This is an optimization exercise on Yosys and OpenROAD, whose aim is small area, not a production implementation. The RTL was checked by simulation tests, not by an equivalence proof against the original design. The clock port is modelled as an ideal driver; clocking choices that lean on that would not hold on a real chip.

## csr_regfile_hs
module csr_regfile_hs #(
   parameter int unsigned              DATA_WIDTH  = 32,
   parameter int unsigned              ADDR_WIDTH  = 6,
   parameter int unsigned              DEPTH       = 48,
   parameter logic [DATA_WIDTH-1:0]    RESET_VALUE = 32'h5A5A_0F0F
) (
   input  logic                        clk,
   input  logic                        rst_n,
   input  logic [ADDR_WIDTH-1:0]       w_addr,
   input  logic [DATA_WIDTH-1:0]       wdata,
   input  logic [DATA_WIDTH/8-1:0]     wstrb,
   input  logic                        csr_write_enable,
   output logic                        w_err,
   input  logic [ADDR_WIDTH-1:0]       r_addr,
   input  logic                        csr_read_enable,
   output logic                        csr_read_ready,
   output logic [DATA_WIDTH-1:0]       rdata,
   output logic                        rvalid,
   input  logic                        rready,
   output logic                        r_err
);
Size: ~2700 cells after synthesis, roughly 1600 flip-flops.
export LEC_CHECK = 0
export CAP_MARGIN = 10
export CORE_MARGIN = 2
export CORE_UTILIZATION = 60
export CTS_CLUSTER_DIAMETER = 100
export CTS_CLUSTER_SIZE = 30
export SETUP_SLACK_MARGIN = 0.2
export SLEW_MARGIN = 10
export SYNTH_HIERARCHICAL = 1
create_clock -name core_clock -period 5.5 [get_ports {clk}]
run.sh (not shown) runs the stock make flow with config.mk's settings and CLKGATE_MAP_FILE= SYNTH_SCRIPT=/design/flow/synth_recipe.tcl, a recipe that flattens the netlist after the stock synthesis.
The first run ran to the end with no violations.
Change:
==> flow/flow/run.sh (new file) <==
#!/bin/bash
# The standard layout (standard.sh) with a few extra ORFS settings:
#  - port buffers use the smallest buffer cell,
#  - CTS inserts no dummy loads,
#  - before global placement, cells synthesized at size _0 get the same-area size _1
#    (more drive, so placement's repair needs fewer buffers).
# make's full output goes to flow.log; each ORFS step logs under orfs/logs/.
set -euo pipefail
export BUFFER_PORTS_ARGS="-buffer_cell sky130_fd_sc_hd__buf_1"
export CTS_ARGS="-sink_clustering_enable -repair_clock_nets -sink_clustering_size 30 -sink_clustering_max_diameter 100 -dont_use_dummy_load"
export PRE_GLOBAL_PLACE_TCL="$PWD/flow/swap0.tcl"
bash standard.sh > flow.log 2>&1
==> flow/flow/swap0.tcl (new file) <==
# Give every cell that has a "_0" size the "_1" size of the same area (and larger drive).
set n 0
foreach inst [[ord::get_db_block] getInsts] {
  set m [[$inst getMaster] getName]
  if {[regexp {^sky130_fd_sc_hd__(o21ai|a21boi|and2|or2|o311ai)_0$} $m -> base]} {
    set new [[ord::get_db] findMaster sky130_fd_sc_hd__${base}_1]
    if {$new ne "NULL" && $new ne ""} { $inst swapMaster $new; incr n }
  }
}
puts "swap0: resized $n cells from _0 to _1"
==> flow/standard.sh (new file) <==
#!/bin/bash
# synth_recipe.tcl (not shown) runs the flow's synth.tcl, then flattens the netlist and writes it again
# the make line also repeats each setting of config.mk as NAME=value (left out here)
make -C /OpenROAD-flow-scripts/flow DESIGN_CONFIG=/design/flow/config.mk WORK_HOME=/design/flow/orfs CLKGATE_MAP_FILE= SYNTH_SCRIPT=/design/flow/synth_recipe.tcl "${@:-finish}"
--- a/flow/config.mk
+++ b/flow/config.mk
@@ -6,5 +6,5 @@
 export NUM_CORES = 4
 export LEC_CHECK = 0
-export CAP_MARGIN = 10
+export CAP_MARGIN = 20
 export CORE_MARGIN = 2
 export CORE_UTILIZATION = 60
@@ -12,4 +12,4 @@
 export CTS_CLUSTER_SIZE = 30
 export SETUP_SLACK_MARGIN = 0.2
-export SLEW_MARGIN = 10
+export SLEW_MARGIN = 20
 export SYNTH_HIERARCHICAL = 1
removed: flow/run.sh
The changed run finished with timing, DRC and antenna clean; final area came out lower by 3.5%; cell count came out lower by 5.1%; synthesized cell count does not change; clock-buffer cell count came out lower by 27.

========
== job 9630 ==
The RTL this note starts from:
==> flow/design.v <==
module csr_regfile_hs #(
   parameter int unsigned              DATA_WIDTH  = 32,
   parameter int unsigned              ADDR_WIDTH  = 6,
   parameter int unsigned              DEPTH       = 48,
   parameter logic [DATA_WIDTH-1:0]    RESET_VALUE = 32'h5A5A_0F0F
) (
   input  logic                        clk,
   input  logic                        rst_n,
   input  logic [ADDR_WIDTH-1:0]       w_addr,
   input  logic [DATA_WIDTH-1:0]       wdata,
   input  logic [DATA_WIDTH/8-1:0]     wstrb,
   input  logic                        csr_write_enable,
   output logic                        w_err,
   input  logic [ADDR_WIDTH-1:0]       r_addr,
   input  logic                        csr_read_enable,
   output logic                        csr_read_ready,
   output logic [DATA_WIDTH-1:0]       rdata,
   output logic                        rvalid,
   input  logic                        rready,
   output logic                        r_err
);
   localparam int unsigned           NumBytes  = DATA_WIDTH / 8;
   localparam int unsigned           NumGroups = (DEPTH + 2) / 3;
   localparam logic [ADDR_WIDTH:0]   DepthW    = (ADDR_WIDTH + 1)'(DEPTH);
   logic                    state_q;
   logic                    phase_q;
   logic [DATA_WIDTH-1:0]   mem_q [DEPTH];
   logic [DATA_WIDTH-1:0]   mem_d [DEPTH];
   logic [DEPTH-1:0]        wsel;
   logic [DEPTH-1:0]        rsel;
   logic [NumBytes-1:0]     wen   [DEPTH];
   logic [NumBytes-1:0]     wen_n [DEPTH];
   logic [DATA_WIDTH-1:0]   wval_n;
   logic [NumGroups-1:0]    grp_n [DATA_WIDTH];
   logic [DATA_WIDTH-1:0]   rd_raw;
   logic [DATA_WIDTH-1:0]   rd_word;
   logic                    w_in_range;
   logic                    r_in_range;
   logic                    hit;
   logic                    accept;
   assign w_in_range     = ({1'b0, w_addr} < DepthW);
   assign r_in_range     = ({1'b0, r_addr} < DepthW);
   assign rvalid         = state_q;
   assign csr_read_ready = ~state_q | rready;
   assign accept         = csr_read_enable & csr_read_ready;
   always_comb begin
      for (int i = 0; i < DEPTH; i++) begin
         wsel[i] = csr_write_enable & (w_addr == i[ADDR_WIDTH-1:0]);
         rsel[i] = (r_addr == i[ADDR_WIDTH-1:0]);
      end
   end
   always_ff @(posedge clk) begin
      if (!rst_n) phase_q <= 1'b0;
      else        phase_q <= ~phase_q;
   end
   logic [DEPTH-1:0]        wrow;
   logic [NumBytes-1:0]     wlane;
   assign wrow  = wsel | {DEPTH{~rst_n}};
   assign wlane = wstrb | {NumBytes{~rst_n}};
   for (genvar i = 0; i < DEPTH; i++) begin : g_wen
      for (genvar b = 0; b < NumBytes; b++) begin : g_lane
         csr_regfile_hs_wen u_wen (
            .row (wrow[i]), .lane (wlane[b]), .en (wen[i][b]), .en_n (wen_n[i][b]));
      end
   end
   assign wval_n = rst_n ? (wdata ^ {DATA_WIDTH{phase_q}}) : ~RESET_VALUE;
   for (genvar i = 0; i < DEPTH; i++) begin : g_reg
      for (genvar k = 0; k < DATA_WIDTH; k++) begin : g_bit
         csr_regfile_hs_bit u_bit (
            .q      (mem_q[i][k]),
            .en     (wen[i][k/8]),
            .en_n   (wen_n[i][k/8]),
            .wval_n (wval_n[k]),
            .d      (mem_d[i][k])
         );
      end
   end
   always_ff @(posedge clk) begin
      for (int i = 0; i < DEPTH; i++) mem_q[i] <= mem_d[i];
   end
   for (genvar g = 0; g < NumGroups; g++) begin : g_grp
      for (genvar k = 0; k < DATA_WIDTH; k++) begin : g_bit
         logic [2:0] d, s;
         for (genvar j = 0; j < 3; j++) begin : g_in
            if (3*g + j < DEPTH) begin : g_used
               assign d[j] = mem_q[3*g+j][k];
               assign s[j] = rsel[3*g+j];
            end else begin : g_unused
               assign d[j] = 1'b0;
               assign s[j] = 1'b0;
            end
         end
         csr_regfile_hs_aoi222 u_aoi (.d(d), .s(s), .y_n(grp_n[k][g]));
      end
   end
   always_comb begin
      for (int k = 0; k < DATA_WIDTH; k++) rd_raw[k] = ~(&grp_n[k]);
      rd_raw = r_in_range ? (rd_raw ^ {DATA_WIDTH{phase_q}}) : '0;
      hit    = csr_write_enable & r_in_range & (w_addr == r_addr);
      for (int b = 0; b < NumBytes; b++)
         rd_word[8*b +: 8] = (hit && wstrb[b]) ? wdata[8*b +: 8] : rd_raw[8*b +: 8];
   end
   always_ff @(posedge clk) begin
      if (!rst_n) begin
         state_q <= 1'b0;
         w_err   <= 1'b0;
      end else begin
         w_err <= csr_write_enable & ~w_in_range;
         if (accept)      state_q <= 1'b1;
         else if (rready) state_q <= 1'b0;
      end
   end
   always_ff @(posedge clk) begin
      if (accept) begin
         rdata <= rd_word;
         r_err <= ~r_in_range;
      end
   end
endmodule
module csr_regfile_hs_bit (
   input  logic q,
   input  logic en,
   input  logic en_n,
   input  logic wval_n,
   output logic d
);
   assign d = ~((q | en) & (en_n | wval_n));
endmodule
module csr_regfile_hs_aoi222 (
   input  logic [2:0] d,
   input  logic [2:0] s,
   output logic       y_n
);
   assign y_n = ~|(d & s);
endmodule
module csr_regfile_hs_wen (
   input  logic row,
   input  logic lane,
   output logic en,
   output logic en_n
);
   assign en_n = ~(row & lane);
   csr_regfile_hs_inv u_inv (.a(en_n), .y(en));
endmodule
module csr_regfile_hs_inv (
   input  logic a,
   output logic y
);
   assign y = ~a;
endmodule
==> flow/config.mk <==
export PLATFORM = sky130hd
export DESIGN_NAME = csr_regfile_hs
export DESIGN_NICKNAME = csr_regfile_hs
export VERILOG_FILES = /design/flow/design.v
export SDC_FILE = /design/flow/constraint.sdc
export NUM_CORES = 4
export LEC_CHECK = 0
export CAP_MARGIN = 20
export CORE_MARGIN = 2
export CORE_UTILIZATION = 65
export CTS_CLUSTER_DIAMETER = 100
export CTS_CLUSTER_SIZE = 30
export SETUP_SLACK_MARGIN = 0.2
export SLEW_MARGIN = 20
export SYNTH_HIERARCHICAL = 1
==> flow/constraint.sdc <==
create_clock -name core_clock -period 5.5 [get_ports {clk}]
set_input_delay 1.1000 -clock core_clock [delete_from_list [all_inputs] [get_ports {clk}]]
set_output_delay 1.1000 -clock core_clock [all_outputs]
set_load 0.01 [all_outputs]
standard.sh (not shown) runs the stock make flow with config.mk's settings and CLKGATE_MAP_FILE= SYNTH_SCRIPT=/design/flow/synth_recipe.tcl, a recipe that flattens the netlist after the stock synthesis.
==> flow/flow/run.sh <==
#!/bin/bash
# The standard layout (standard.sh) with a few extra ORFS settings:
#  - port buffers use the smallest buffer cell,
#  - CTS inserts no dummy loads,
#  - before global placement, cells synthesized at size _0 get the same-area size _1
#    (more drive, so placement's repair needs fewer buffers).
# make's full output goes to flow.log; each ORFS step logs under orfs/logs/.
set -euo pipefail
export BUFFER_PORTS_ARGS="-buffer_cell sky130_fd_sc_hd__buf_1"
export CTS_ARGS="-sink_clustering_enable -repair_clock_nets -sink_clustering_size 30 -sink_clustering_max_diameter 100 -dont_use_dummy_load"
export PRE_GLOBAL_PLACE_TCL="$PWD/flow/swap0.tcl"
bash standard.sh > flow.log 2>&1
==> flow/flow/swap0.tcl <==
# Give every cell that has a "_0" size the "_1" size of the same area (and larger drive).
set n 0
foreach inst [[ord::get_db_block] getInsts] {
  set m [[$inst getMaster] getName]
  if {[regexp {^sky130_fd_sc_hd__(o21ai|a21boi|and2|or2|o311ai)_0$} $m -> base]} {
    set new [[ord::get_db] findMaster sky130_fd_sc_hd__${base}_1]
    if {$new ne "NULL" && $new ne ""} { $inst swapMaster $new; incr n }
  }
}
puts "swap0: resized $n cells from _0 to _1"
Job 9630 closes out successfully: all stages finished, all timing, DRC and antenna checks passed.
What job 8325 does differently from job 9630 at the input level:
- changing CORE_UTILIZATION from 65 to 70
[job 8325] sequential share of layout area fell 0.16 points relative to job 9630
Core utilization: job 8325 higher than job 9630
Going from job 9630 to job 8325, the total inserted antenna cells was found to have gone up by 2.
The final layout from job 8325, which completed every stage, passed the timing, DRC and antenna checks at the end of the flow.

## re-timing with driven ports
The flow's constraints put no driver on any port. The routed layouts listed below were extracted and timed again, unchanged, in two steps. Step 1 sets driving cells, clkbuf_16 on the clock port and buf_2 on the other inputs (assumed; they add their load-dependent delay and slew). Step 2, shift: input delay + t, output delay - t, t = (earliest + latest rising clock arrival at the registers) / 2. This alone moves slack from input paths to output paths. Three values: ideal, step 1, step 2; two values: the first two.
run	t (ns)	setup slack, ns	hold WS [ns]	worst register clock-pin slew, ns	cell pins on the clock port's net
the first run of note 1	0.792	1.183 / 1.146 / 0.354	0.548 / 0.548 / 0.548	0.12 / 0.12	1
the second run of note 1	0.758	1.331 / 1.264 / 0.506	0.548 / 0.548 / 0.548	0.12 / 0.12	1
job 9630	0.750	1.533 / 1.521 / 0.771	0.451 / 0.451 / 0.451	0.12 / 0.12	1
job 8325	0.766	1.508 / 1.479 / 0.713	0.450 / 0.450 / 0.450	0.12 / 0.12	1
After both steps every run listed still meets setup and hold. The setup slack of the first run of note 1, which loses most, moves by -0.037 ns with the drivers and by -0.829 ns with both steps.
